What follows belongs to an exercise in optimizing a design on an open flow for small area and few clock cycles; a production flow would make more cautious choices. Where RTL was checked, it was by simulation tests only, not by an equivalence proof against the original. For run 4, only the layout was checked, not whether the RTL still works. Power figures rest on the tool's default switching activity, not on a simulated workload.

File: standard.sh
#!/bin/bash
# synth_recipe.tcl (not shown) runs the flow's synth.tcl, then flattens the netlist and writes it again
# the make line also repeats each setting of config.mk as NAME=value (left out here)
make -C /OpenROAD-flow-scripts/flow DESIGN_CONFIG=/design/flow/config.mk WORK_HOME=/design/flow/orfs CLKGATE_MAP_FILE= SYNTH_SCRIPT=/design/flow/synth_recipe.tcl "${@:-finish}"
File: config.mk
export PLATFORM = sky130hd
export DESIGN_NAME = bracket_quote_value_checker_core
export DESIGN_NICKNAME = bracket_quote_value_checker_core
export VERILOG_FILES = /design/flow/design.v
export SDC_FILE = /design/flow/constraint.sdc
export NUM_CORES = 4
export LEC_CHECK = 0
export ABC_AREA = 1
export CAP_MARGIN = 20
export CORE_MARGIN = 2
export CORE_UTILIZATION = 55
export CTS_CLUSTER_DIAMETER = 100
export CTS_CLUSTER_SIZE = 30
export PLACE_DENSITY = 0.75
export SLEW_MARGIN = 20
File: constraint.sdc
create_clock -name core_clock -period 6.0 [get_ports {clock}]
set_input_delay 1.2000 -clock core_clock [delete_from_list [all_inputs] [get_ports {clock}]]
set_output_delay 1.2000 -clock core_clock [all_outputs]
set_load 0.01 [all_outputs]
File: flow/run.sh
#!/bin/bash
# The standard layout, with two changes: the port buffers are the smallest plain buffer
# (buffer_ports otherwise picks a delay cell), and clock tree synthesis adds no dummy loads.
# The make output goes to standard.log; each ORFS step keeps its own log under orfs/logs/.
set -euo pipefail
bash standard.sh \
  BUFFER_PORTS_ARGS="-buffer_cell sky130_fd_sc_hd__buf_1" \
  CTS_ARGS="-sink_clustering_enable -repair_clock_nets -sink_clustering_size 30 -sink_clustering_max_diameter 100 -dont_use_dummy_load" \
  finish > standard.log 2>&1
File: design.v
package bqvc_pkg;
   localparam logic [7:0] CH_TAB     = 8'h09;
   localparam logic [7:0] CH_LF      = 8'h0A;
   localparam logic [7:0] CH_VT      = 8'h0B;
   localparam logic [7:0] CH_FF      = 8'h0C;
   localparam logic [7:0] CH_CR      = 8'h0D;
   localparam logic [7:0] CH_SPACE   = 8'h20;
   localparam logic [7:0] CH_DQUOTE  = 8'h22;
   localparam logic [7:0] CH_SQUOTE  = 8'h27;
   localparam logic [7:0] CH_LPAREN  = 8'h28;
   localparam logic [7:0] CH_RPAREN  = 8'h29;
   localparam logic [7:0] CH_STAR    = 8'h2A;
   localparam logic [7:0] CH_SLASH   = 8'h2F;
   localparam logic [7:0] CH_SEMI    = 8'h3B;
   localparam logic [7:0] CH_LBRACK  = 8'h5B;
   localparam logic [7:0] CH_BSLASH  = 8'h5C;
   localparam logic [7:0] CH_RBRACK  = 8'h5D;
   localparam logic [7:0] CH_LBRACE  = 8'h7B;
   localparam logic [7:0] CH_RBRACE  = 8'h7D;
   localparam logic [6:0] LA_NONE  = 7'd1;
   localparam logic [6:0] LA_SLASH = 7'd2;
   localparam logic [6:0] LA_LINE  = 7'd4;
   localparam logic [6:0] LA_BLOCK = 7'd8;
   localparam logic [6:0] LA_STAR  = 7'd16;
   localparam logic [6:0] LA_QUOTE = 7'd32;
   localparam logic [6:0] LA_ESC   = 7'd64;
   localparam int LB_NONE  = 0;
   localparam int LB_SLASH = 1;
   localparam int LB_LINE  = 2;
   localparam int LB_BLOCK = 3;
   localparam int LB_STAR  = 4;
   localparam int LB_QUOTE = 5;
   localparam int LB_ESC   = 6;
   localparam logic [1:0] QM_NONE   = 2'd0;
   localparam logic [1:0] QM_DOUBLE = 2'd1;
   localparam logic [1:0] QM_SINGLE = 2'd2;
endpackage
module bracket_quote_value_checker_core (
   input  logic        clock,
   input  logic        reset,
   input  logic        req_valid,
   output logic        req_ready,
   input  logic [7:0]  req_text_byte,
   input  logic        req_end_of_text,
   output logic        rsp_valid,
   input  logic        rsp_ready,
   output logic        rsp_has_byte,
   output logic [7:0]  rsp_value_byte,
   output logic        rsp_terminated,
   output logic [3:0]  rsp_error_code,
   output logic [15:0] rsp_error_pos,
   output logic [15:0] rsp_error_len,
   output logic        rsp_last_result,
   input  logic        csr_valid,
   output logic        csr_ready,
   input  logic        csr_at_mode
);
   logic        bv_ff;
   logic [7:0]  bb_ff;
   logic        be_ff;
   logic        at_mode_ff;
   logic [15:0] off_ff, off_in;
   logic [15:0] qstart_ff;
   logic [4:0]  top_ff, top_in;
   logic [1:0]  quote_ff, quote_in;
   logic [6:0]  la_ff, la_in;
   logic        qopen;
   logic [17:0] stk_ff [16];
   logic [17:0] top_ent;
   logic [1:0]  top_kind;
   logic [15:0] top_pos;
   logic        push;
   logic [7:0]  b;
   logic        is_blank, is_open, is_close, kind_match;
   logic [1:0]  b_kind;
   logic        depth_zero, depth_full;
   logic [15:0] off_inc;
   logic        res, last;
   logic        o_has, o_term;
   logic [7:0]  o_byte;
   logic [3:0]  o_code;
   logic        sel_off, sel_q, sel_t, sel_d;
   logic [15:0] sub_x, diff;
   logic        take, consume, step;
   assign b          = bb_ff;
   assign depth_zero = top_ff[4];
   assign depth_full = (top_ff == 5'd15);
   assign off_inc    = off_ff + 16'd1;
   assign is_blank   = (b == bqvc_pkg::CH_SPACE) || (b == bqvc_pkg::CH_TAB) || (b == bqvc_pkg::CH_LF) ||
                       (b == bqvc_pkg::CH_VT) || (b == bqvc_pkg::CH_FF) || (b == bqvc_pkg::CH_CR);
   assign is_open    = (b == bqvc_pkg::CH_LPAREN) || (b == bqvc_pkg::CH_LBRACK) || (b == bqvc_pkg::CH_LBRACE);
   assign is_close   = (b == bqvc_pkg::CH_RPAREN) || (b == bqvc_pkg::CH_RBRACK) || (b == bqvc_pkg::CH_RBRACE);
   assign b_kind     = (b == bqvc_pkg::CH_LPAREN || b == bqvc_pkg::CH_RPAREN) ? 2'd0 :
                       (b == bqvc_pkg::CH_LBRACK || b == bqvc_pkg::CH_RBRACK) ? 2'd1 : 2'd2;
   always_comb begin
      top_ent = 18'd0;
      for (int i = 0; i < 16; i++) begin
         top_ent = top_ent | (stk_ff[i] & {18{top_ff[3:0] == 4'(i)}});
      end
   end
   assign top_kind   = top_ent[17:16];
   assign top_pos    = top_ent[15:0];
   assign kind_match = (top_kind == b_kind);
   always_comb begin
      off_in   = off_ff;
      top_in   = top_ff;
      quote_in = quote_ff;
      la_in    = la_ff;
      qopen    = 1'b0;
      push     = 1'b0;
      res      = 1'b0;
      last     = 1'b1;
      o_has    = 1'b0;
      o_byte   = 8'd0;
      o_term   = 1'b0;
      o_code   = 4'd0;
      sel_off  = 1'b0;
      sel_q    = 1'b0;
      sel_t    = 1'b0;
      sel_d    = 1'b0;
      if (be_ff) begin
         if (la_ff[bqvc_pkg::LB_SLASH]) begin
            res    = 1'b1;
            o_has  = 1'b1;
            o_byte = bqvc_pkg::CH_SLASH;
            last   = depth_zero;
            la_in  = bqvc_pkg::LA_NONE;
         end else if (la_ff[bqvc_pkg::LB_BLOCK] || la_ff[bqvc_pkg::LB_STAR]) begin
            res    = 1'b1;
            o_code = 4'd8;
            sel_d  = 1'b1;
            last   = depth_zero;
            la_in  = bqvc_pkg::LA_NONE;
         end else if (quote_ff != bqvc_pkg::QM_NONE && !la_ff[bqvc_pkg::LB_QUOTE]) begin
            res    = 1'b1;
            o_code = 4'd7;
            sel_q  = 1'b1;
         end else if (!depth_zero) begin
            res    = 1'b1;
            o_code = 4'd4 + {2'd0, top_kind};
            sel_t  = 1'b1;
         end
         if (last) begin
            off_in   = 16'd0;
            top_in   = 5'h1f;
            quote_in = bqvc_pkg::QM_NONE;
            la_in    = bqvc_pkg::LA_NONE;
         end
      end else if (la_ff[bqvc_pkg::LB_SLASH] && (b == bqvc_pkg::CH_SLASH || b == bqvc_pkg::CH_STAR)) begin
         la_in  = (b == bqvc_pkg::CH_SLASH) ? bqvc_pkg::LA_LINE : bqvc_pkg::LA_BLOCK;
         off_in = off_inc;
      end else if (la_ff[bqvc_pkg::LB_SLASH]) begin
         res    = 1'b1;
         o_has  = 1'b1;
         o_byte = bqvc_pkg::CH_SLASH;
         last   = 1'b0;
         la_in  = bqvc_pkg::LA_NONE;
      end else if ((la_ff[bqvc_pkg::LB_LINE] && b != bqvc_pkg::CH_LF && b != bqvc_pkg::CH_CR) ||
                   la_ff[bqvc_pkg::LB_BLOCK] || la_ff[bqvc_pkg::LB_STAR]) begin
         off_in = off_inc;
         if (!la_ff[bqvc_pkg::LB_LINE]) begin
            if (b == bqvc_pkg::CH_STAR)
               la_in = bqvc_pkg::LA_STAR;
            else if (la_ff[bqvc_pkg::LB_STAR] && b == bqvc_pkg::CH_SLASH)
               la_in = bqvc_pkg::LA_NONE;
            else
               la_in = bqvc_pkg::LA_BLOCK;
         end
      end else if (la_ff[bqvc_pkg::LB_ESC] || (la_ff[bqvc_pkg::LB_QUOTE] && b == bqvc_pkg::CH_DQUOTE)) begin
         res    = 1'b1;
         o_has  = 1'b1;
         o_byte = b;
         off_in = off_inc;
         la_in  = bqvc_pkg::LA_NONE;
      end else begin
         la_in = bqvc_pkg::LA_NONE;
         if (quote_ff == bqvc_pkg::QM_NONE || la_ff[bqvc_pkg::LB_QUOTE]) begin
            quote_in = bqvc_pkg::QM_NONE;
            if (depth_zero && (is_blank || (b == bqvc_pkg::CH_RBRACK && !at_mode_ff))) begin
               res    = 1'b1;
               o_term = 1'b1;
               off_in = 16'd0;
            end else if (b == bqvc_pkg::CH_SLASH) begin
               la_in  = bqvc_pkg::LA_SLASH;
               off_in = off_inc;
            end else begin
               res    = 1'b1;
               o_has  = 1'b1;
               o_byte = b;
               off_in = off_inc;
               if (b == bqvc_pkg::CH_DQUOTE || b == bqvc_pkg::CH_SQUOTE) begin
                  quote_in = (b == bqvc_pkg::CH_DQUOTE) ? bqvc_pkg::QM_DOUBLE : bqvc_pkg::QM_SINGLE;
                  qopen    = 1'b1;
               end else if (is_open) begin
                  if (depth_full) begin
                     o_code  = 4'd9;
                     sel_off = 1'b1;
                  end else begin
                     push   = 1'b1;
                     top_in = top_ff + 5'd1;
                  end
               end else if (is_close) begin
                  if (depth_zero) begin
                     o_code  = 4'd1 + {2'd0, b_kind};
                     sel_off = 1'b1;
                  end else if (kind_match) begin
                     top_in = top_ff - 5'd1;
                  end else begin
                     o_code  = 4'd4 + {2'd0, top_kind};
                     sel_off = 1'b1;
                  end
               end else if (b == bqvc_pkg::CH_SEMI && !depth_zero) begin
                  o_code  = 4'd4 + {2'd0, top_kind};
                  sel_off = 1'b1;
                  top_in  = 5'h1f;
               end
            end
         end else begin
            res    = 1'b1;
            o_has  = 1'b1;
            o_byte = b;
            off_in = off_inc;
            if (quote_ff == bqvc_pkg::QM_SINGLE) begin
               if (b == bqvc_pkg::CH_BSLASH)
                  la_in = bqvc_pkg::LA_ESC;
               else if (b == bqvc_pkg::CH_SQUOTE)
                  quote_in = bqvc_pkg::QM_NONE;
            end else if (b == bqvc_pkg::CH_DQUOTE) begin
               la_in = bqvc_pkg::LA_QUOTE;
            end
         end
      end
   end
   assign sub_x = sel_q ? qstart_ff : sel_t ? top_pos : 16'd2;
   assign diff  = off_ff - sub_x;
   assign rsp_valid       = bv_ff && res;
   assign rsp_has_byte    = o_has;
   assign rsp_value_byte  = o_byte;
   assign rsp_terminated  = o_term;
   assign rsp_error_code  = o_code;
   assign rsp_error_pos   = ({16{sel_off}} & off_ff) | ({16{sel_q}} & qstart_ff) |
                            ({16{sel_t}} & top_pos) | ({16{sel_d}} & diff);
   assign rsp_error_len   = (sel_q || sel_t) ? diff : {15'd0, sel_off || sel_d};
   assign rsp_last_result = last;
   assign take      = res && rsp_ready;
   assign step      = bv_ff && (!res || rsp_ready);
   assign consume   = step && last;
   assign req_ready = !bv_ff || consume;
   assign csr_ready = req_ready;
   always_ff @(posedge clock) begin
      if (reset) begin
         bv_ff      <= 1'b0;
         at_mode_ff <= 1'b0;
         off_ff     <= 16'd0;
         top_ff     <= 5'h1f;
         quote_ff   <= bqvc_pkg::QM_NONE;
         la_ff      <= bqvc_pkg::LA_NONE;
      end else begin
         if (req_ready) begin
            bv_ff <= req_valid;
         end
         if (csr_valid && csr_ready) begin
            at_mode_ff <= csr_at_mode;
         end
         if (step) begin
            off_ff   <= off_in;
            top_ff   <= top_in;
            quote_ff <= quote_in;
            la_ff    <= la_in;
         end
      end
   end
   always_ff @(posedge clock) begin
      if (req_ready) begin
         bb_ff <= req_text_byte;
         be_ff <= req_end_of_text;
      end
      if (step && qopen) begin
         qstart_ff <= off_ff;
      end
   end
   always_ff @(posedge clock) begin
      if (step && push) begin
         stk_ff[top_ff[3:0] + 4'd1] <= {b_kind, off_ff};
      end
   end
endmodule
==> flow_summary.json, run 1 <==
{
  "outcome": "timing/DRC/antenna clean",
  "clk_latency_ns": 0.53,
  "cp_num_buf_inv": 5,
  "antenna_found_initial": 2,
  "yosysWarnings": 1,
  "rows": 61,
  "ys_seq_area_share_pct": 64.31,
  "vias": 11600,
  "syn_area_um2": 15580,
  "cts.htree.levels": 1,
  "p_per_area_nw_per_um2": 258.5,
  "yosys.cell_types.count": 52,
  "relSlewSlack_pct": 29.73,
  "cts.root.buffer_cell": "clkbuf_16",
  "max_stage_delay_ns": 0.43,
  "drtAntennaViolNets": 0,
  "cts_tree": "yes",
  "die_area_um2": 29690,
  "core_area_um2": 27860,
  "fp.dieH_um": 172.3,
  "synth_top_family_by_area": "simple AND/OR/NAND/NOR gates",
  "top_usage_layer": "met2",
  "fin_ws_ns": 0.2366,
  "grt_pass1_vias": 10950,
  "critPathSlowestCell": "fa_1",
  "syn-instance-count": 1454,
  "setup_viol": 0,
  "syn_area_per_cell_um2": 10.72,
  "synth_fa_ha_area_share_pct": 2.056,
  "synth_mux_area_share_pct": 0,
  "critPathRequiredTime_ns": 4.80,
  "place_area_um2": 16420,
  "cts.sinks": 344,
  "gr-total-overflow": 0,
  "synth_seq_cells": 344,
  "portBuffers": 64,
  "floorplan.initialDensity_pct": 55.93,
  "drv_cap": 0,
  "synth_compound_area_share_pct": 8.304,
  "synth_flop_cell": "edfxtp_1",
  "drive_above_1_share_pct": 10.68,
  "use_met3_pct": 5.287,
  "gp_congestion": 0.9137,
  "period_share_pct": 96.06,
  "synth_xor_area_share_pct": 0.8995,
  "max-vdd-ir-drop_uv": 202.4,
  "place_hpwl_mm": 29.17,
  "critical_path_class": "reg2out",
  "drtPass1Iterations": 7,
  "cts_made_buffers": 15,
  "crit_family": "simple AND/OR/NAND/NOR gates",
  "drt-initial-drc-count": 1578,
  "ios": 65,
  "cp.arrival_ns": 4.56,
  "worstMarginPinSlew_ns": 1.053,
  "mostFrequentLayoutCells": "nand2_1 (352), edfxtp_1 (313), inv_1 (122)",
  "syn_to_final_growth_pct": 9.034,
  "avgViaCountPerCell": 6.031,
  "final_area_um2": 16990,
  "syn-num-nets": 1494,
  "cp-start-kind": "flop",
  "cp-end-kind": "primary output",
  "clock.fmax_mhz": 173.5,
  "finalHoldViolations": 0,
  "wl_mm": 43.72,
  "yosys.area_share.simple_pct": 19.56,
  "synth-edff-count": 313,
  "cp_common_cell": "nand3_1",
  "layout_commonest_cell": "nand2_1",
  "die_width_um": 172.3,
  "drc": 0,
  "wl_per_cell_um": 22.72,
  "leakage_nw": 6.209,
  "postCtsHoldBufs": 0,
  "synth_async_sr_flop_share_pct": 0,
  "grt_use_met1_pct": 40.30,
  "clkTransAtPathRegs_ns": 0.12,
  "cp_cell_sequence": "inv_1, ha_1, buf_4, nand3_1, inv_2, a22oi_2, nand4_1, o21ai_0, nand2_1, ha_1, fa_1, nand3b_1, nand2_1, a21oi_1, inv_1, a21oi_1, or2_2, nand3_1, nand3_1, buf_1",
  "grtUsageTotal_pct": 29.60,
  "grt_pass1_wl_mm": 64.27,
  "groute.layer.met2.usage_pct": 48.02,
  "pre_cts_ws_ns": 0.4889,
  "clock_skew_ns": 0.05844,
  "hold_path.class": "reg2reg",
  "crit_path_max_fanout": 16,
  "fin_crit_ns": 5.763,
  "nets": 1587,
  "clockBufferDepth": 3,
  "maxSlewViolCount": 0,
  "grt_max_degree": 31
}
[metal layers]
layer,routed length (um),part of all wire [%],vias up
met2,20330,47,700
met4,1695,3.9,2
met3,5135,12,102
met5,12,0.027,-
li1,-,-,5249
met1,16540,38,5550
[path summary, 6_finish.rpt]
kind | from | to | slack, ns | cells past startpoint
max | top_ff[1] | rsp_error_pos[10] | 0.24 | 20
min | la_ff[4] | la_ff[4] | 0.49 | 2
max reg2reg | bb_ff[4] | stk_ff[1][13] | 2.26 | 11
min reg2reg | la_ff[4] | la_ff[4] | 0.49 | 2
[final cells by class]
cell class	instances	area [um^2]
fillers	2248	10870
flip-flops and latches	344	10020
well taps	378	473.0
multi-input cells	928	4913
inverters	141	548.0
clock buffers	15	375.4
repair buffers	117	650.6
diodes	1	2.502
[logic make-up after synthesis]
group           Yosys count
compound gates          201
xor+xnor                 16
fa+ha+maj                25
buf+inv                 182
flops                   344
simple gates            686
[registers in the layout, indices dropped and copies added, names as in the netlist]
signal,count
qstart_ff,16
bv_ff,1
be_ff,1
quote_ff,2
off_ff,16
bb_ff,8
at_mode_ff,1
la_ff,6
stk_ff,288
top_ff,5
[worst register-to-register path, stage by stage (launching register included)]
cell,delay (ns)
edfxtp_1,0.46
inv_1,0.10
nand2_2,0.07
nor2_4,0.21
nand3_1,0.13
nand2_1,0.31
inv_1,0.18
or2_1,0.29
nor3_2,0.43
nand2_1,0.31
nor2_2,0.61
buf_4,0.36
[per-stage QoR]
step / total power [mW] / hold WS (ns) / setup TNS [ns] / utilization, % / instances
after floorplan: 3.072 / 0.4393 / 0 / - / 1454
after global placement: 3.268 / 0.4527 / 0 / 58.92 / 1895
after detailed placement: 3.275 / 0.4776 / 0 / 58.95 / 1895
after CTS: 4.369 / 0.4933 / 0 / 60.47 / 1914
after global routing: 4.515 / 0.5177 / -0.005003 / 60.97 / 1923
final: 4.391 / 0.4852 / 0 / 60.98 / 1924
[cells in the mapped netlist (3+ instances only)]
master | instances | area share, %
nand2_1 | 353 | 8.5
edfxtp_1 | 313 | 60
nor2_1 | 128 | 3.1
inv_1 | 125 | 3.0
nand3_1 | 90 | 2.9
a21oi_1 | 57 | 1.8
o21ai_0 | 37 | 1.2
dfxtp_1 | 31 | 4.0
nand4_1 | 31 | 1.2
ha_1 | 24 | 1.9
nor3_1 | 22 | 0.71
a22oi_1 | 19 | 0.92
clkbuf_1 | 18 | 0.43
inv_2 | 15 | 0.36
a221oi_1 | 14 | 0.79
buf_2 | 13 | 0.42
xor2_1 | 13 | 0.73
a22o_1 | 12 | 0.67
o211ai_1 | 12 | 0.58
a211oi_1 | 11 | 0.53
nand2_2 | 10 | 0.40
a31oi_1 | 9 | 0.36
and3_1 | 9 | 0.36
nor2_2 | 8 | 0.32
o21ai_1 | 8 | 0.26
nor2_4 | 7 | 0.51
buf_4 | 5 | 0.24
buf_6 | 5 | 0.36
nand3b_1 | 5 | 0.24
nor4_1 | 4 | 0.16
or2_2 | 4 | 0.16
nand2_4 | 3 | 0.22
nand3_2 | 3 | 0.19
nand4_2 | 3 | 0.24
nor3_2 | 3 | 0.19
o2111a_1 | 3 | 0.22
o21a_1 | 3 | 0.14
o21bai_1 | 3 | 0.14
xnor2_1 | 3 | 0.17
[report_power, final]
part,internal (mW),switching (mW),total (mW)
registers,2.60,0.0282,2.63
clock network,0.455,0.691,1.15
logic,0.187,0.431,0.618
total,3.24,1.15,4.39
[repair_timing]
item | in CTS | in global routing
pin swaps | 0 | 2
cloned | 0 | 0
gates resized for setup | 1 | 23
setup endpoints to repair | 2 | 18
buffers inserted | 4 | 9
Testbench counts, summed over its fixed seeds: cycles 43,956.
==> run 2: changes to the inputs <==
--- a/config.mk
+++ b/config.mk
@@ -5,7 +5,6 @@
 export SDC_FILE = /design/flow/constraint.sdc
 export NUM_CORES = 4
 export LEC_CHECK = 0
-export ABC_AREA = 1
 export CAP_MARGIN = 20
 export CORE_MARGIN = 2
 export CORE_UTILIZATION = 55
==> run 2 against run 1 <==
  * Still clean
  * Die area shrank 4.2%
  * Worst hold slack gained 0.012 ns
  * Wire length shrank 8.6%
  * Global-route usage shrank 1.7 points
  * Via count shrank 11%
  * Non-clock buffer count grew 5
  * Sequential cell count is the same
  * Critical path type unchanged
  * Largest cell class unchanged
==> flow_summary.json, run 2 <==
{
  "outcome": "timing/DRC/antenna clean",
  "critPathSlowestCell": "fa_1",
  "crit_family": "compound AO/OA/AOI/OAI gates",
  "insertedDiodeCount": 0,
  "syn-instance-count": 1093,
  "wl_mm": 39.97,
  "synth-edff-count": 313,
  "relSlewSlack_pct": 33.28,
  "grt_max_degree": 31,
  "syn_area_per_cell_um2": 13.64,
  "leakage_nw": 5.051,
  "die_width_um": 168.7,
  "vias": 10280,
  "top_usage_layer": "met2",
  "synth_common_cells": "edfxtp_1 (313), nor2_1 (64), a21oi_1 (55)",
  "nFillCells": 2004,
  "die_area_um2": 28440,
  "grt_pass1_vias": 9806,
  "max-vdd-ir-drop_uv": 192.5,
  "place_area_um2": 15870,
  "critPathRequiredTime_ns": 4.80,
  "clkTransAtPathRegs_ns": 0.11,
  "rows": 60,
  "cts.root.buffer_cell": "clkbuf_16",
  "fp.dieH_um": 168.7,
  "ys_seq_area_share_pct": 67.20,
  "synth_async_sr_flop_share_pct": 0,
  "cp.arrival_ns": 4.57,
  "cts_made_buffers": 15,
  "syn_area_um2": 14910,
  "clk_latency_ns": 0.52,
  "cp_common_cell": "o21ai_1",
  "place_hpwl_mm": 26.53,
  "drc": 0,
  "p_per_area_nw_per_um2": 233.1,
  "largest_register_ffs": 288,
  "wl_per_cell_um": 26.47,
  "whs_ns": 0.4974,
  "mostFrequentLayoutCells": "edfxtp_1 (313), buf_1 (63), buf_4 (57)",
  "final_area_um2": 16390,
  "drive_above_1_share_pct": 12.92,
  "fin_crit_ns": 5.771,
  "finalHoldViolations": 0,
  "min-delay-start": "quote_ff[1]",
  "groute.layer.met2.usage_pct": 45.20,
  "cp_num_buf_inv": 3,
  "crit_path_max_fanout": 8,
  "core_area_um2": 26800,
  "cp-end-kind": "primary output",
  "cts_tree": "yes",
  "syn-num-nets": 1133,
  "worstMarginPinSlew_ns": 0.9994,
  "drtAntennaViolNets": 0,
  "layout_commonest_cell": "edfxtp_1",
  "synth_seq_cells": 344,
  "ios": 65,
  "max_stage_delay_ns": 0.43,
  "drtPass1Iterations": 6,
  "nets": 1211,
  "grt_use_met1_pct": 38.30,
  "yosys.area.top_type": "edfxtp_1",
  "clock.fmax_mhz": 173.3,
  "critPathLaunch": "top_ff[0]",
  "yosysWarnings": 1,
  "grt_pass1_wl_mm": 59.22,
  "yosysMostFrequentCell": "edfxtp_1",
  "clock_skew_ns": 0.04236,
  "drt-initial-drc-count": 1208,
  "final_core_util_pct": 61.14,
  "cts.sinks": 344,
  "total_power_mw": 3.819,
  "drv_cap": 0,
  "synth_flop_cell": "edfxtp_1",
  "period_share_pct": 96.18,
  "maxSlewViolCount": 0,
  "setup_viol": 0,
  "use_met3_pct": 5.284,
  "syn_to_final_growth_pct": 9.893,
  "hold_path.class": "reg2reg",
  "yosys.area.top_type_share_pct": 63.04,
  "floorplan.initialDensity_pct": 55.63,
  "avgViaCountPerCell": 6.807,
  "yosys.cell_types.count": 81,
  "cp-start-kind": "flop",
  "reg2reg_from": "bb_ff[0]",
  "antenna_found_initial": 0,
  "portBuffers": 64,
  "gr-total-overflow": 0,
  "grtUsageTotal_pct": 27.88,
  "cts.htree.levels": 1,
  "clockBufferDepth": 3,
  "synth.area.top_cells": "edfxtp_1 (63%), dfxtp_1 (4.2%), a22o_1 (2.6%)",
  "critical_path_class": "reg2out",
  "gp_congestion": 0.9272,
  "cp_cell_sequence": "inv_1, ha_2, and3b_1, buf_4, a22oi_1, nand4_1, nor2_2, o21ai_1, ha_1, fa_1, nor2b_1, o21a_1, o21ai_2, a211oi_2, o31ai_2, o21ai_1, xnor2_1, o221ai_1, clkbuf_2"
}
run 2: path summary, 6_finish.rpt:
kind / depth (start not counted) / slack [ns] / endpoint
max: 19 / 0.23 / rsp_error_pos[14]
min: 2 / 0.50 / quote_ff[1]
max reg2reg: 9 / 1.50 / stk_ff[6][1]
min reg2reg: 2 / 0.50 / quote_ff[1]
run 2: cell families after synthesis:
group | after synthesis | share of synthesized area, %
AOI/OAI and AO/OA | 311 | 15.27
xor gates and xnor gates | 32 | 1.880
adders and majority gates | 25 | 2.148
buffers and inverters | 80 | 2.140
DFF | 344 | 67.20
muxes | 4 | 0.2853
and+or+nand+nor | 297 | 11.08
run 2: layout make-up:
cell class | count | area [um^2] | area share [%]
Clock buffer | 15 | 375.4 | 2.291
Inverter | 19 | 71.32 | 0.4352
Multi-Input combinational cell | 669 | 4793 | 29.25
Sequential cell | 344 | 10030 | 61.21
Tap cell | 341 | 426.7 | 2.604
Timing Repair Buffer | 122 | 689.4 | 4.207
run 2: report_power, final:
| group | switching [mW] | internal (mW) | total [mW] |
|---|---|---|---|
| combinational | 0.0610 | 0.0346 | 0.0956 |
| clock | 0.665 | 0.454 | 1.12 |
| sequential | 0.0191 | 2.59 | 2.60 |
run 2: routing by layer:
metal / part of all wire (%) / vias up / routed length (um)
li1: - / 4494 / -
met1: 39 / 5066 / 15630
met2: 47 / 623 / 18850
met3: 10 / 96 / 4151
met4: 3.3 / 0 / 1337
met5: 0 / - / 0
run 2: what timing repair did:
| item | in CTS | in global routing |
|---|---|---|
| setup endpoints to repair | 11 | 15 |
| endpoints found under the hold margin | 0 | 0 |
| pin swaps | 1 | 2 |
| setup buffers | 0 | 1 |
| hold buffers | 0 | 0 |
| gates resized for setup | 15 | 31 |
run 2: tightest hold or removal path: cells and delay by family (launching register included):
family / cells / cell delay [ns]
flip-flops: 1 / 0.34
AO/OA/AOI/OAI: 1 / 0.05
AND/OR/NAND/NOR: 1 / 0.06
run 2: metrics by stage:
stage / setup slack (ns) / std cells / setup TNS (ns)
after detailed placement: 0.2386 / 1494 / 0
after CTS: 0.01470 / 1509 / 0
after global placement: 0.3265 / 1494 / 0
after floorplan: 0.6208 / 1093 / 0
final: 0.2293 / 1510 / 0
after global routing: -0.01597 / 1510 / -0.01597
==> run 3: changes to the inputs <==
--- a/config.mk
+++ b/config.mk
@@ -5,6 +5,7 @@
 export SDC_FILE = /design/flow/constraint.sdc
 export NUM_CORES = 4
 export LEC_CHECK = 0
+export ABC_CLOCK_PERIOD_IN_PS = 12000
 export CAP_MARGIN = 20
 export CORE_MARGIN = 2
 export CORE_UTILIZATION = 55
==> run 3 against run 2 <==
  * Still clean on timing, DRC and antenna
  * Worst hold slack stayed put
  * Die area is the same
  * Core utilization unchanged
  * Sequential share of layout area stayed put
  * Wire length is the same
  * Sequential cell count stayed put
  * Clock skew is the same
  * Sequential power about the same
  * Combinational power barely moved
  * Cell count stayed put
  * Clock-buffer cell count is the same
  * Largest cell class unchanged
  * Highest routed layer unchanged
==> flow_summary.json, run 3 <==
{
  "synth-edff-count": 313,
  "insertedDiodeCount": 0,
  "clock.fmax_mhz": 173.3,
  "cp_num_buf_inv": 3,
  "avgViaCountPerCell": 6.807,
  "ys_seq_area_share_pct": 67.20,
  "syn-num-nets": 1133,
  "p_sw_share_pct": 19.51,
  "route.met2.wl_mm": 18.85,
  "cts.htree.levels": 1,
  "fin_crit_ns": 5.771,
  "leakage_nw": 5.051,
  "syn_to_final_growth_pct": 9.893,
  "die_area_um2": 28440,
  "place_inst": 1494,
  "portBuffers": 64,
  "critical_path_class": "reg2out",
  "cts_tree": "yes",
  "drtPass1Iterations": 6,
  "power_frac_comb_pct": 2.5,
  "yosys.area.top_type_share_pct": 63.04,
  "die_width_um": 168.7,
  "drt-initial-drc-count": 1208,
  "intPower_mw": 3.074,
  "wl_per_cell_um": 26.47,
  "tns_ns": 0,
  "layout_commonest_cell": "edfxtp_1",
  "wl_mm": 39.97,
  "wl_met1_mm": 15.63,
  "postCtsHoldBufs": 0,
  "instances_no_fill": 1510,
  "mostFrequentLayoutCells": "edfxtp_1 (313), buf_1 (63), buf_4 (57)",
  "gr-total-overflow": 0,
  "whs_ns": 0.4974,
  "grt_pass1_wl_mm": 59.22,
  "synth.area.top_cells": "edfxtp_1 (63%), dfxtp_1 (4.2%), a22o_1 (2.6%)",
  "clkPwrFrac_pct": 29.3,
  "yosys.area.top_type": "edfxtp_1",
  "clock_skew_ns": 0.04236,
  "yosys.cell_types.count": 81,
  "outcome": "timing/DRC/antenna clean",
  "drtAntennaViolNets": 0,
  "fp.dieH_um": 168.7,
  "cts.sinks": 344,
  "syn-instance-count": 1093,
  "floorplan.initialDensity_pct": 55.63,
  "grt_max_degree": 31,
  "drv_cap": 0,
  "core_area_um2": 26800,
  "place_hpwl_mm": 26.53,
  "drc": 0,
  "worstMarginPinSlew_ns": 0.9994,
  "clkTransAtPathRegs_ns": 0.11,
  "maxSlewViolCount": 0,
  "synth_seq_cells": 344,
  "cp_cell_sequence": "inv_1, ha_2, and3b_1, buf_4, a22oi_1, nand4_1, nor2_2, o21ai_1, ha_1, fa_1, nor2b_1, o21a_1, o21ai_2, a211oi_2, o31ai_2, o21ai_1, xnor2_1, o221ai_1, clkbuf_2",
  "ios": 65,
  "nets": 1211,
  "yosysMostFrequentCell": "edfxtp_1",
  "yosysWarnings": 1,
  "power_frac_seq_pct": 68.2,
  "grt_pass1_vias": 9806,
  "highest_layer": "met4",
  "synth_flop_cell": "edfxtp_1",
  "finalHoldViolations": 0,
  "cp_common_cell": "o21ai_1",
  "cp-start-kind": "flop",
  "cp-end-kind": "primary output",
  "gp_congestion": 0.9272,
  "critPathRequiredTime_ns": 4.80,
  "largest_register_ffs": 288,
  "synth_common_cells": "edfxtp_1 (313), nor2_1 (64), a21oi_1 (55)",
  "crit_path_max_fanout": 8,
  "rows": 60,
  "syn_area_per_cell_um2": 13.64,
  "max_stage_delay_ns": 0.43,
  "relSlewSlack_pct": 33.28,
  "crit_family": "compound AO/OA/AOI/OAI gates",
  "grtUsageTotal_pct": 27.88,
  "clockBufferDepth": 3,
  "cts_made_buffers": 15,
  "period_share_pct": 96.18,
  "setup_viol": 0,
  "cts.root.buffer_cell": "clkbuf_16",
  "hold_path.class": "reg2reg",
  "cp.arrival_ns": 4.57,
  "synth_async_sr_flop_share_pct": 0,
  "switchingPower_uw": 745.2,
  "vias": 10280,
  "max-vdd-ir-drop_uv": 192.5,
  "clk_latency_ns": 0.52,
  "p_per_area_nw_per_um2": 233.1,
  "syn_area_um2": 14910,
  "antenna_found_initial": 0,
  "wl_met3_mm": 4.151,
  "drive_above_1_share_pct": 12.92,
  "critPathSlowestCell": "fa_1"
}
-- run 3: routing by layer --
layer | global-route usage, % | up-vias
met5 | 0 | -
met4 | 9.595 | 0
met3 | 5.284 | 96
met2 | 45.20 | 623
met1 | 38.30 | 5066
li1 | - | 4494
-- run 3: per-stage QoR --
step | total power [mW] | util (%) | setup WS, ns | instance area (um^2)
final | 3.819 | 61.14 | 0.2293 | 16390
after global placement | 2.751 | 59.18 | 0.3265 | 15860
after global routing | 3.900 | 61.14 | -0.01597 | 16390
after floorplan | 2.722 | - | 0.6208 | 14910
after detailed placement | 2.752 | 59.20 | 0.2386 | 15870
after CTS | 3.827 | 60.71 | 0.01470 | 16270
-- run 3: cells by family after synthesis --
logic type / share of synthesized area (%)
compound gates: 15.27
mux: 0.2853
flops: 67.20
fa+ha+maj: 2.148
xor+xnor: 1.880
simple gates: 11.08
buf+inv: 2.140
-- run 3: worst paths after layout --
check | start | endpoint | slack [ns] | cells past startpoint
worst max-delay path | top_ff[0] | rsp_error_pos[14] | 0.23 | 19
worst min register to register | quote_ff[1] | quote_ff[1] | 0.50 | 2
worst min-delay path | quote_ff[1] | quote_ff[1] | 0.50 | 2
worst max register to register | bb_ff[0] | stk_ff[6][1] | 1.50 | 9
-- run 3: final cells by class --
type	instances	area (um^2)
flip-flops and latches	344	10030
repair buffers	122	689.4
clock buffers	15	375.4
multi-input cells	669	4793
well taps	341	426.7
fillers	2004	10420
inverters	19	71.32
-- run 3: worst reg2reg max path, delay by kind of cell, from the launching register on --
family | cells | cell delay, ns
buffers and inverters | 1 | 0.39
AO/OA/AOI/OAI | 2 | 0.86
AND/OR/NAND/NOR | 6 | 2.38
flip-flops | 1 | 0.58
-- run 3: repair_timing --
| action | 4_1_cts | 5_1_grt |
|---|---|---|
| cloned | 0 | 0 |
| buffers inserted | 0 | 1 |
| setup endpoints to repair | 11 | 15 |
| resized for setup | 15 | 31 |
| pin swaps | 1 | 2 |
-- run 3: power by group through the flow --
stage / logic, mW / registers (mW) / clock network, mW
final: 0.0956 / 2.60 / 1.12
after detailed placement: 0.0934 / 2.66 / 0
after floorplan: 0.0739 / 2.65 / 0
after global placement: 0.0922 / 2.66 / 0
after CTS: 0.0945 / 2.60 / 1.13
after global routing: 0.104 / 2.61 / 1.19
==> run 4: changes to the inputs <==
--- a/design.v
+++ b/design.v
@@ -85,7 +85,7 @@
    assign b          = bb_ff;
    assign depth_zero = top_ff[4];
    assign depth_full = (top_ff == 5'd15);
-   assign off_inc    = off_ff + 16'd1;
+   assign off_inc    = diff;
    assign is_blank   = (b == bqvc_pkg::CH_SPACE) || (b == bqvc_pkg::CH_TAB) || (b == bqvc_pkg::CH_LF) ||
                        (b == bqvc_pkg::CH_VT) || (b == bqvc_pkg::CH_FF) || (b == bqvc_pkg::CH_CR);
    assign is_open    = (b == bqvc_pkg::CH_LPAREN) || (b == bqvc_pkg::CH_LBRACK) || (b == bqvc_pkg::CH_LBRACE);
@@ -231,7 +231,7 @@
          end
       end
    end
-   assign sub_x = sel_q ? qstart_ff : sel_t ? top_pos : 16'd2;
+   assign sub_x = !be_ff ? 16'hffff : sel_q ? qstart_ff : sel_t ? top_pos : 16'd2;
    assign diff  = off_ff - sub_x;
    assign rsp_valid       = bv_ff && res;
    assign rsp_has_byte    = o_has;
--- a/config.mk
+++ b/config.mk
@@ -5,7 +5,6 @@
 export SDC_FILE = /design/flow/constraint.sdc
 export NUM_CORES = 4
 export LEC_CHECK = 0
-export ABC_CLOCK_PERIOD_IN_PS = 12000
 export CAP_MARGIN = 20
 export CORE_MARGIN = 2
 export CORE_UTILIZATION = 55
==> run 4 against run 3 <==
  * Now fails the layout checks on negative setup slack
  * Clock-buffer cell count stayed put
  * Cell area increased by 1.9%
  * First-iteration DRC count grew 25%
  * Synthesized area increased by 0.55%
  * Critical path depth did not move
  * Clock power barely moved
  * Worst hold slack lost 0.0080 ns
  * Synthesized cell count decreased by 2.1%
  * Die area grew 0.54%
  * Via count up 0.69%
  * Highest routed layer unchanged
==> flow_summary.json, run 4 <==
{
  "yosysMostFrequentCell": "edfxtp_1",
  "drtAntennaViolNets": 0,
  "max-vdd-ir-drop_uv": 237.8,
  "ys_seq_area_share_pct": 66.83,
  "worstHoldPathCells": 2,
  "gr-total-overflow": 0,
  "syn-instance-count": 1070,
  "relSlewSlack_pct": 23.20,
  "synth_seq_cells": 344,
  "reg2regPathDepth": 9,
  "critPathRequiredTime_ns": 4.80,
  "leakage_nw": 5.682,
  "cp.arrival_ns": 4.80,
  "max_stage_delay_ns": 0.41,
  "synth_async_sr_flop_share_pct": 0,
  "place_hpwl_mm": 25.11,
  "grt_pass1_wl_mm": 58.99,
  "cts_made_buffers": 15,
  "synth_common_cells": "edfxtp_1 (313), nor2_1 (76), a22o_1 (72)",
  "clk_latency_ns": 0.52,
  "clkPwrFrac_pct": 28.7,
  "largest_register_ffs": 288,
  "yosysWarnings": 1,
  "critical_path_class": "reg2out",
  "die_width_um": 169.1,
  "syn-num-nets": 1110,
  "core_area_um2": 26880,
  "place_inst": 1467,
  "syn_area_per_cell_um2": 14.01,
  "grt_max_degree": 36,
  "cts_tree": "yes",
  "switchingPower_uw": 814.5,
  "p_sw_share_pct": 20.66,
  "rows": 60,
  "worst_r2r_endpoint": "stk_ff[9][3]",
  "place_area_um2": 15860,
  "mostFrequentLayoutCells": "edfxtp_1 (313), nor2_1 (72), a22o_1 (72), buf_4 (72), buf_1 (59)",
  "synth-edff-count": 313,
  "rrSetupSlack_ns": 1.62,
  "outcome": "finished with violations",
  "setup_viol": 1,
  "yosys.cell_types.count": 81,
  "drtPass1Iterations": 5,
  "drv_cap": 0,
  "cts.sinks": 344,
  "floorplan.initialDensity_pct": 55.79,
  "reg2reg_from": "bb_ff[1]",
  "power_frac_comb_pct": 4.4,
  "register_area_um2": 10030,
  "portBuffers": 64,
  "drive_above_1_share_pct": 15.44,
  "ios": 65,
  "drt-initial-drc-count": 1507,
  "clkTransAtPathRegs_ns": 0.11,
  "maxSlewViolCount": 0,
  "intPower_mw": 3.127,
  "clock_skew_ns": 0.05184,
  "syn_area_um2": 14990,
  "cp-start-kind": "flop",
  "violations": "negative setup slack",
  "final_area_um2": 16700,
  "vias": 10350,
  "cts.htree.levels": 1,
  "crit_path_max_fanout": 15,
  "syn_to_final_growth_pct": 11.41,
  "cp_cell_sequence": "clkinvlp_4, ha_4, and3b_1, buf_4, a22o_1, a221oi_1, nand4_1, a22o_1, nor2_1, ha_1, o21a_1, o31a_1, o32ai_2, buf_4, o21bai_4, a21oi_2, xnor2_2, a221o_1, buf_6",
  "insertedDiodeCount": 0,
  "gp_congestion": 0.9214,
  "wl_per_cell_um": 26.89,
  "period_share_pct": 100.0,
  "yosys.area.top_type_share_pct": 62.69,
  "p_per_area_nw_per_um2": 236.0,
  "multi_input_area_um2": 4946,
  "hold_path.class": "reg2reg",
  "nFillCells": 2003,
  "critPathSlowestCell": "dfxtp_4",
  "final_core_util_pct": 62.15,
  "clock.fmax_mhz": 166.6,
  "min-delay-start": "at_mode_ff",
  "rsz0062_at_grt": "true",
  "nets": 1201,
  "layout_commonest_cell": "edfxtp_1",
  "drc": 0,
  "cp-end-kind": "primary output",
  "cts.root.buffer_cell": "clkbuf_16",
  "instances_no_fill": 1500,
  "grtUsageTotal_pct": 27.64,
  "grt_pass1_vias": 9528,
  "yosys.area.top_type": "edfxtp_1",
  "die_area_um2": 28600,
  "clockBufferDepth": 3,
  "finalHoldViolations": 0,
  "fp.dieH_um": 169.1,
  "power_frac_seq_pct": 66.9,
  "synth_flop_cell": "edfxtp_1",
  "fin_crit_ns": 6.003,
  "worstMarginPinSlew_ns": 1.146,
  "antenna_found_initial": 0,
  "cp_num_buf_inv": 4,
  "fin_ws_ns": -0.002875,
  "avgViaCountPerCell": 6.900,
  "crit_family": "compound AO/OA/AOI/OAI gates",
  "hold_end": "at_mode_ff",
  "synth.area.top_cells": "edfxtp_1 (63%), a22o_1 (4.2%), dfxtp_1 (4.1%)",
  "wl_mm": 40.34
}
==> run 4: power groups by stage <==
| stage | Sequential, mW | Clock (mW) | Combinational (mW) |
|---|---|---|---|
| global route | 2.64 | 1.22 | 0.188 |
| finish | 2.64 | 1.13 | 0.173 |
| global placement | 2.69 | 0 | 0.145 |
| detailed placement | 2.69 | 0 | 0.147 |
| CTS | 2.64 | 1.14 | 0.150 |
| floorplan | 2.68 | 0 | 0.116 |
==> run 4: worst reg2reg max path: stages, from the launching register on <==
cell and delay, ns:
edfxtp_1 0.71, or3b_4 0.49, a2111oi_4 0.36, or2_4 0.23
nand3_4 0.09, nand3b_4 0.20, or4_1 0.76, nor2b_4 0.25
and3_1 0.64, buf_4 0.38
==> run 4: layer usage <==
layer | wire length, um | GRT usage [%]
met4 | 1470 | 9.959
met1 | 16140 | 39.07
met5 | 0 | 0
met2 | 18970 | 43.69
met3 | 3757 | 4.746
==> run 4: kinds of logic (layout without fill, tap and decap cells) <==
family	Yosys count	after routing	synth area share, %
muxes	16	16	1.110
adders and majority gates	25	25	2.136
AOI/OAI and AO/OA	298	298	16.17
buffers and inverters	87	176	2.403
xor gates and xnor gates	15	15	0.8762
and+or+nand+nor	285	285	10.47
DFF	344	344	66.83
==> run 4: worst max-delay path by stage <==
stage	from	end	slack, ns	cells past startpoint
floorplan	top_ff[0]	rsp_error_pos[15]	0.53	19
global placement	top_ff[0]	rsp_error_pos[15]	0.36	18
detailed placement	top_ff[0]	rsp_error_pos[15]	0.20	18
CTS	top_ff[1]	rsp_error_pos[9]	0.004	19
global route	top_ff[0]	rsp_error_pos[14]	-0.19	19
finish	top_ff[0]	rsp_error_pos[9]	-0.003	19
==> run 4: through the flow <==
stage	worst slack [ns]	hold WS, ns	power, mW	TNS [ns]
finish	-0.002875	0.4894	3.942	-0.002875
global route	-0.1931	0.5385	4.046	-1.512
CTS	0.003924	0.4985	3.924	0
detailed placement	0.2017	0.4876	2.841	0
global placement	0.3558	0.4787	2.838	0
floorplan	0.5331	0.4365	2.791	0
==> run 4: cell type report <==
cell class,instances,share of cell area [%]
flip-flops and latches,344,60.05
clock buffers,15,2.247
well taps,341,2.554
repair buffers,140,5.041
inverters,21,0.4944
multi-input cells,639,29.61
==> run 4: timing repair <==
| item | 4_1_cts | 5_1_grt |
|---|---|---|
| resized for setup | 13 | 65 |
| hold buffers | 0 | 0 |
| setup buffers | 1 | 17 |
| setup endpoints to repair | 15 | 17 |
| pin swaps | 2 | 31 |
| gates cloned | 0 | 0 |
==> run 5: changes to the inputs <==
--- a/design.v
+++ b/design.v
@@ -69,7 +69,9 @@
    logic [17:0] top_ent;
    logic [1:0]  top_kind;
    logic [15:0] top_pos;
-   logic        push;
+   logic        push, pop;
+   logic        sh_push, sh_pop, sh_hold;
+   logic [17:0] stk_in [16];
    logic [7:0]  b;
    logic        is_blank, is_open, is_close, kind_match;
    logic [1:0]  b_kind;
@@ -85,19 +87,14 @@
    assign b          = bb_ff;
    assign depth_zero = top_ff[4];
    assign depth_full = (top_ff == 5'd15);
-   assign off_inc    = diff;
+   assign off_inc    = off_ff + 16'd1;
    assign is_blank   = (b == bqvc_pkg::CH_SPACE) || (b == bqvc_pkg::CH_TAB) || (b == bqvc_pkg::CH_LF) ||
                        (b == bqvc_pkg::CH_VT) || (b == bqvc_pkg::CH_FF) || (b == bqvc_pkg::CH_CR);
    assign is_open    = (b == bqvc_pkg::CH_LPAREN) || (b == bqvc_pkg::CH_LBRACK) || (b == bqvc_pkg::CH_LBRACE);
    assign is_close   = (b == bqvc_pkg::CH_RPAREN) || (b == bqvc_pkg::CH_RBRACK) || (b == bqvc_pkg::CH_RBRACE);
    assign b_kind     = (b == bqvc_pkg::CH_LPAREN || b == bqvc_pkg::CH_RPAREN) ? 2'd0 :
                        (b == bqvc_pkg::CH_LBRACK || b == bqvc_pkg::CH_RBRACK) ? 2'd1 : 2'd2;
-   always_comb begin
-      top_ent = 18'd0;
-      for (int i = 0; i < 16; i++) begin
-         top_ent = top_ent | (stk_ff[i] & {18{top_ff[3:0] == 4'(i)}});
-      end
-   end
+   assign top_ent = stk_ff[0];
    assign top_kind   = top_ent[17:16];
    assign top_pos    = top_ent[15:0];
    assign kind_match = (top_kind == b_kind);
@@ -108,6 +105,7 @@
       la_in    = la_ff;
       qopen    = 1'b0;
       push     = 1'b0;
+      pop      = 1'b0;
       res      = 1'b0;
       last     = 1'b1;
       o_has    = 1'b0;
@@ -204,6 +202,7 @@
                      o_code  = 4'd1 + {2'd0, b_kind};
                      sel_off = 1'b1;
                   end else if (kind_match) begin
+                     pop    = 1'b1;
                      top_in = top_ff - 5'd1;
                   end else begin
                      o_code  = 4'd4 + {2'd0, top_kind};
@@ -231,7 +230,7 @@
          end
       end
    end
-   assign sub_x = !be_ff ? 16'hffff : sel_q ? qstart_ff : sel_t ? top_pos : 16'd2;
+   assign sub_x = sel_q ? qstart_ff : sel_t ? top_pos : 16'd2;
    assign diff  = off_ff - sub_x;
    assign rsp_valid       = bv_ff && res;
    assign rsp_has_byte    = o_has;
@@ -279,9 +278,19 @@
          qstart_ff <= off_ff;
       end
    end
+   assign sh_push = step && push;
+   assign sh_pop  = step && pop;
+   assign sh_hold = !sh_push && !sh_pop;
+   always_comb begin
+      for (int i = 0; i < 16; i++) begin
+         stk_in[i] = ({18{sh_hold}} & stk_ff[i]) |
+                     ({18{sh_push}} & ((i == 0) ? {b_kind, off_ff} : stk_ff[(i + 15) % 16])) |
+                     ({18{sh_pop}} & ((i == 15) ? 18'd0 : stk_ff[(i + 1) % 16]));
+      end
+   end
    always_ff @(posedge clock) begin
-      if (step && push) begin
-         stk_ff[top_ff[3:0] + 4'd1] <= {b_kind, off_ff};
+      for (int i = 0; i < 16; i++) begin
+         stk_ff[i] <= stk_in[i];
       end
    end
 endmodule
==> run 5 against run 4 <==
  * Core utilization down 4.0 points
  * Now clean on timing, DRC and antenna
  * Cell count up 38%
  * Combinational power down 46%
  * Clock-buffer cell count unchanged
  * Worst setup slack better by 0.61 ns
  * Total power down 10%
  * Non-clock buffer count down 55
  * Maximum frequency up 11%
  * Sequential share of layout area down 15 points
  * Sequential cell count unchanged
==> flow_summary.json, run 5 <==
{
  "outcome": "timing/DRC/antenna clean",
  "final_core_util_pct": 58.15,
  "grt_max_degree": 153,
  "top_usage_layer": "met2",
  "max-vdd-ir-drop_uv": 179.8,
  "die_width_um": 170.0,
  "reg2reg_from": "bb_ff[2]",
  "crit_path_end": "rsp_error_pos[13]",
  "cts_tree": "yes",
  "core_area_um2": 27030,
  "yosys.cell_types.count": 84,
  "rrSetupSlack_ns": 1.91,
  "ios": 65,
  "cp.depth": 13,
  "synth_flop_cell": "dfxtp_1",
  "reg2regPathDepth": 8,
  "place_hpwl_mm": 21.64,
  "clkTransAtPathRegs_ns": 0.11,
  "drt-initial-drc-count": 1058,
  "cp_num_buf_inv": 2,
  "clk_latency_ns": 0.52,
  "grt_pass1_wl_mm": 54.41,
  "drtAntennaViolNets": 0,
  "postCtsHoldBufs": 0,
  "post_cts_resized": 0,
  "drv_cap": 0,
  "critPathRequiredTime_ns": 4.80,
  "cp-end-kind": "primary output",
  "floorplan.initialDensity_pct": 56.06,
  "crit_family": "compound AO/OA/AOI/OAI gates",
  "ys_seq_area_share_pct": 47.11,
  "max_stage_delay_ns": 0.56,
  "critPathSlowestCell": "nor4b_1",
  "gp_congestion": 0.8988,
  "final_area_um2": 15720,
  "syn-num-nets": 1790,
  "tns_ns": 0,
  "relSlewSlack_pct": 34.88,
  "die_area_um2": 28890,
  "period_share_pct": 89.84,
  "clockBufferDepth": 3,
  "avgViaCountPerCell": 5.966,
  "crit_path_max_fanout": 9,
  "critPathLaunch": "be_ff",
  "p_per_area_nw_per_um2": 225.1,
  "setup_viol": 0,
  "cts_made_buffers": 15,
  "rows": 60,
  "layout_commonest_cell": "nand2_1",
  "drtPass1Iterations": 5,
  "portBuffers": 64,
  "grt_use_met1_pct": 31.76,
  "syn_to_final_growth_pct": 3.733,
  "clock_skew_ns": 0.05329,
  "antenna_found_initial": 0,
  "hold_path.class": "reg2reg",
  "fin_crit_ns": 5.390,
  "synth-edff-count": 25,
  "drive_above_1_share_pct": 4.102,
  "multi_input_area_um2": 7273,
  "syn_area_um2": 15150,
  "nFillCells": 2389,
  "worst_r2r_endpoint": "stk_ff[6][15]",
  "wl_mm": 32.65,
  "place_area_um2": 15340,
  "yosys.area.top_type_share_pct": 42.15,
  "fp.dieH_um": 170.0,
  "cts.sinks": 344,
  "grtUsageTotal_pct": 22.06,
  "wl_per_cell_um": 15.76,
  "yosys.area.top_type": "dfxtp_1",
  "grt_pass1_vias": 10900,
  "register_area_um2": 7137,
  "syn_area_per_cell_um2": 8.638,
  "worstMarginPinSlew_ns": 0.9768,
  "rsz0062_at_grt": "false",
  "min-delay-start": "stk_ff[15][4]",
  "insertedDiodeCount": 0,
  "cp.arrival_ns": 4.19,
  "leakage_nw": 6.626,
  "yosysMostFrequentCell": "nand2_1",
  "mostFrequentLayoutCells": "nand2_1 (563), dfxtp_1 (319), a22oi_1 (284)",
  "total_power_mw": 3.537,
  "maxSlewViolCount": 0,
  "post_cts_buffers": 0,
  "synth_seq_cells": 344,
  "cts.root.buffer_cell": "clkbuf_16",
  "syn-instance-count": 1754,
  "largest_register_ffs": 288,
  "yosysWarnings": 3,
  "groute.layer.met2.usage_pct": 36.33,
  "cp-start-kind": "flop",
  "critical_path_class": "reg2out",
  "clock.fmax_mhz": 185.5,
  "vias": 12360,
  "finalHoldViolations": 0,
  "drc": 0,
  "gr-total-overflow": 0,
  "use_met3_pct": 2.023,
  "nets": 1769,
  "synth_async_sr_flop_share_pct": 0,
  "cts.htree.levels": 1,
  "synth_common_cells": "nand2_1 (563), dfxtp_1 (319), a22oi_1 (284)",
  "synth.area.top_cells": "dfxtp_1 (42%), a22oi_1 (14%), nand2_1 (14%)",
  "cp_cell_sequence": "nor4b_1, nand3_1, o22a_1, inv_1, ha_1, nor2b_1, o31a_1, o32a_1, a211o_1, a21o_1, xnor2_1, o211ai_1, buf_1"
}
## run 5: cell count changes in the layout (fill, tap and decap cells not counted), moves of 10 or more
cell / delta
dfxtp_1: +291
a221o_1: -10
xor2_1: +12
a221oi_1: -46
a22oi_1: +254
edfxtp_1: -288
a32o_1: +18
nor2b_1: -11
a22o_1: -68
buf_4: -55
nand4_1: -11
a221oi_2: -10
nand2_1: +527
## run 5: worst min-delay path by stage
stage / cells after the start / to / slack (ns)
after floorplan: 2 / stk_ff[14][17] / 0.43
after global placement: 2 / stk_ff[14][1] / 0.44
after detailed placement: 2 / stk_ff[10][17] / 0.45
after CTS: 2 / stk_ff[14][4] / 0.44
after global routing: 2 / stk_ff[6][10] / 0.47
final: 2 / stk_ff[14][4] / 0.45
## run 5: worst register-to-register path, delay by kind of cell (launching register included)
family | cells | cell delay (ns)
simple gates | 2 | 0.82
compound gates | 4 | 1.48
xor+xnor | 1 | 0.46
buf+inv | 1 | 0.63
flops | 1 | 0.65
## run 5: routing by layer
layer  vias up  share of wire (%)  wire length, um
met4         0                1.4              455
met1      5905                 49            16000
met3        38                3.4             1111
li1       6196                  -                -
met2       222                 46            15090
met5         -                  0                0
## run 5: kinds of logic (layout without fill, tap and decap cells)
group	after synthesis	after routing	share of synthesized area [%]
muxes	6	6	0.4129
buffers and inverters	138	115	4.930
xor gates and xnor gates	28	28	1.619
and+or+nand+nor	761	761	21.52
adders and majority gates	21	21	1.784
DFF	344	344	47.11
AOI/OAI and AO/OA	456	456	22.63
## run 5: stage by stage
stage	worst slack [ns]	instances	hold WS, ns
4_1_cts	0.6112	2072	0.4440
3_5_place_dp	1.179	2057	0.4462
6_report	0.6099	2072	0.4459
5_1_grt	0.4080	2072	0.4743
3_3_place_gp	1.356	2057	0.4394
2_1_floorplan	1.205	1754	0.4302
## run 5: final cells by class
class,count,area share (%)
multi-input combinational,1272,46.28
sequential,344,45.41
timing repair buffer,85,2.850
tap,341,2.715
clock buffer,15,2.388
inverter,15,0.3583
## run 5: where the power goes
part / switching (mW) / internal [mW]
clock network: 0.661 / 0.454
registers: 0.0164 / 2.31
logic: 0.0602 / 0.0325
Testbench counts of run 5, summed over its fixed seeds: cycles 43,956.
==> run 6: changes to the inputs <==
--- a/config.mk
+++ b/config.mk
@@ -5,10 +5,11 @@
 export SDC_FILE = /design/flow/constraint.sdc
 export NUM_CORES = 4
 export LEC_CHECK = 0
+export ABC_AREA = 1
 export CAP_MARGIN = 20
 export CORE_MARGIN = 2
-export CORE_UTILIZATION = 55
+export CORE_UTILIZATION = 65
 export CTS_CLUSTER_DIAMETER = 100
 export CTS_CLUSTER_SIZE = 30
-export PLACE_DENSITY = 0.75
+export PLACE_DENSITY = 0.85
 export SLEW_MARGIN = 20
==> run 6 against run 5 <==
  * Sequential power barely moved
  * Sequential share of layout area is 4.2 points lower
  * Total power up 15%
  * Global-route usage increased by 5.3 points
  * First-iteration DRC count up 79%
  * Sequential cell count did not move
  * Worst hold slack improved by 0.024 ns
  * Via count increased by 30%
  * Critical path type unchanged
  * Critical endpoint is now rsp_error_pos[10]
==> flow_summary.json, run 6 <==
{
  "synth_seq_cells": 344,
  "clk_latency_ns": 0.51,
  "die_width_um": 165.4,
  "max_stage_delay_ns": 0.59,
  "clockBufferDepth": 3,
  "leakage_nw": 7.013,
  "synth_common_cells": "nand3_1 (621), nand2_1 (462), dfxtp_1 (319)",
  "drv_cap": 0,
  "syn_to_final_growth_pct": 2.277,
  "rsz0062_at_grt": "false",
  "cts.root.buffer_cell": "clkbuf_16",
  "syn-instance-count": 2334,
  "crit_path_max_fanout": 11,
  "layout_commonest_cell": "nand3_1",
  "grtUsageTotal_pct": 27.34,
  "worstMarginPinSlew_ns": 1.208,
  "largest_register_ffs": 288,
  "cp.arrival_ns": 4.41,
  "yosysMostFrequentCell": "nand3_1",
  "syn_area_per_cell_um2": 7.251,
  "vias": 16080,
  "cts.htree.levels": 1,
  "yosys.cell_types.count": 44,
  "portBuffers": 64,
  "drt-initial-drc-count": 1897,
  "reg2regPathDepth": 15,
  "cp_common_cell": "nand3_1",
  "cp-start-kind": "flop",
  "relSlewSlack_pct": 19.48,
  "drtAntennaViolNets": 0,
  "postCtsHoldBufs": 0,
  "core_area_um2": 25840,
  "p_per_area_nw_per_um2": 235.9,
  "drive_above_1_share_pct": 2.643,
  "ios": 65,
  "drtPass1Iterations": 5,
  "final_core_util_pct": 66.99,
  "synth.area.top_cells": "dfxtp_1 (38%), nand3_1 (18%), nand4_1 (11%)",
  "rows": 59,
  "pre_cts_ws_ns": 0.9343,
  "rrSetupSlack_ns": 1.56,
  "hold_path.class": "reg2reg",
  "cp_cell_sequence": "nand2_1, nor2_1, nand3_1, clkinvlp_4, a22o_1, ha_1, fa_1, nand3b_1, nand2_1, a21boi_0, o21ai_0, a21oi_1, or2_2, nand3_1, nand3_1, buf_1",
  "outcome": "timing/DRC/antenna clean",
  "synth_async_sr_flop_share_pct": 0,
  "wl_per_cell_um": 15.43,
  "cp_num_buf_inv": 2,
  "syn_area_um2": 16920,
  "clock.fmax_mhz": 178.3,
  "critPathSlowestCell": "edfxtp_1",
  "insertedDiodeCount": 0,
  "place_hpwl_mm": 22.99,
  "yosys.area.top_type_share_pct": 37.73,
  "synth-edff-count": 25,
  "gr-total-overflow": 0,
  "drc": 0,
  "critical_path_class": "reg2out",
  "wl_mm": 39.60,
  "cts_tree": "yes",
  "maxSlewViolCount": 0,
  "cts_made_buffers": 15,
  "cp.depth": 16,
  "ys_seq_area_share_pct": 42.17,
  "tns_ns": 0,
  "period_share_pct": 93.47,
  "max-vdd-ir-drop_uv": 215.9,
  "critPathRequiredTime_ns": 4.80,
  "hold_end": "stk_ff[15][9]",
  "mostFrequentLayoutCells": "nand3_1 (621), nand2_1 (462), dfxtp_1 (319)",
  "cp-end-kind": "primary output",
  "min-delay-start": "stk_ff[15][9]",
  "worst_r2r_endpoint": "stk_ff[7][1]",
  "gp_congestion": 0.9220,
  "setup_viol": 0,
  "nFillCells": 2311,
  "die_area_um2": 27340,
  "final_area_um2": 17310,
  "finalHoldViolations": 0,
  "grt_max_degree": 271,
  "syn-num-nets": 2370,
  "worstHoldPathCells": 2,
  "reg2reg_from": "bb_ff[2]",
  "antenna_found_initial": 0,
  "fin_crit_ns": 5.608,
  "grt_pass1_wl_mm": 64.60,
  "fin_ws_ns": 0.3919,
  "nets": 2270,
  "yosys.area.top_type": "dfxtp_1",
  "grt_pass1_vias": 13240,
  "synth_flop_cell": "dfxtp_1",
  "fp.dieH_um": 165.4,
  "clkTransAtPathRegs_ns": 0.11,
  "crit_family": "simple AND/OR/NAND/NOR gates",
  "floorplan.initialDensity_pct": 65.50,
  "place_area_um2": 16880,
  "yosysWarnings": 3,
  "avgViaCountPerCell": 6.264,
  "clock_skew_ns": 0.02975,
  "cts.sinks": 344
}
-- run 6: logic make-up (layout without fill, tap and decap cells) --
logic type,count (synthesis),after routing,synth area share (%)
AND/OR/NAND/NOR,1514,1514,43.31
flip-flops,344,344,42.17
buffers and inverters,312,210,7.682
AO/OA/AOI/OAI,125,125,4.310
adder cells (fa/ha/maj),21,21,1.597
XOR/XNOR,18,18,0.9315
-- run 6: metal layers --
layer	global-route usage, %	wire length, um
met4	3.997	346
met3	2.922	2306
met2	40.17	17690
met1	43.83	19260
met5	0	0
-- run 6: what timing repair did --
item / 4_1_cts / 5_1_grt
buffers inserted: 0 / 3
endpoints found under the setup margin: 0 / 3
gates resized for setup: 0 / 1
-- run 6: worst register-to-register path: cells and delay by family, from the launching register on --
| family | cells | cell delay, ns |
|---|---|---|
| flip-flops | 1 | 0.49 |
| AND/OR/NAND/NOR | 10 | 1.81 |
| AO/OA/AOI/OAI | 1 | 0.24 |
| buffers and inverters | 4 | 1.85 |
-- run 6: worst max-delay path by stage --
stage / start / endpoint / slack [ns]
2_1_floorplan: la_ff[3] / rsp_error_pos[10] / 1.52
3_3_place_gp: be_ff / rsp_error_pos[10] / 1.07
3_5_place_dp: be_ff / rsp_error_pos[10] / 0.93
4_1_cts: be_ff / rsp_error_pos[10] / 0.38
5_1_grt: quote_ff[0] / rsp_error_pos[10] / 0.04
6_report: be_ff / rsp_error_pos[10] / 0.39
-- run 6: power breakdown --
group,total (mW),switching (mW),internal [mW]
Combinational,0.586,0.433,0.153
Sequential,2.36,0.0272,2.33
Clock,1.14,0.687,0.455
-- run 6: area by class of cell --
| class | count | area [um^2] | area share (%) |
|---|---|---|---|
| clock buffer | 15 | 375.4 | 2.169 |
| inverter | 114 | 439.2 | 2.537 |
| multi-input combinational | 1678 | 8501 | 49.11 |
| sequential | 344 | 7137 | 41.23 |
| tap | 335 | 419.2 | 2.422 |
| timing repair buffer | 81 | 437.9 | 2.530 |
-- run 6: through the flow --
| step | hold slack [ns] | power [mW] | instances |
|---|---|---|---|
| 2_1_floorplan | 0.4348 | 2.838 | 2334 |
| 3_3_place_gp | 0.4519 | 2.971 | 2548 |
| 3_5_place_dp | 0.4576 | 2.972 | 2548 |
| 4_1_cts | 0.4732 | 4.091 | 2563 |
| 5_1_grt | 0.4896 | 4.251 | 2567 |
| 6_report | 0.4699 | 4.084 | 2567 |

afterwards: timing with drivers on the ports:
In the flow no input, the clock included, has a driving cell. The finished layouts below were timed again as built, in two steps. Step 1 sets driving cells, clkbuf_16 on the clock port and buf_2 on the other inputs (assumed; they add their load-dependent delay and slew). Step 2 adds t to the input delays and takes it off the output delays; t is the mean of the earliest and latest rising clock arrival at the registers after step 1. Input paths then give back, and output paths get back, about the clock's delay inside the block. Slacks: ideal ports / drivers / drivers and shift; pairs: ideal ports / drivers.
run	t, ns	setup slack, ns	worst data-port slew with drivers (ns)
run 1	0.549	0.237 / 0.186 / 0.735	0.04
run 2	0.539	0.229 / 0.182 / 0.721	0.03
run 3	0.539	0.229 / 0.182 / 0.721	0.03
run 4	0.549	-0.003 / -0.054 / 0.495	0.03
run 5	0.536	0.610 / 0.562 / 1.099	0.04
run 6	0.549	0.392 / 0.342 / 0.892	0.03
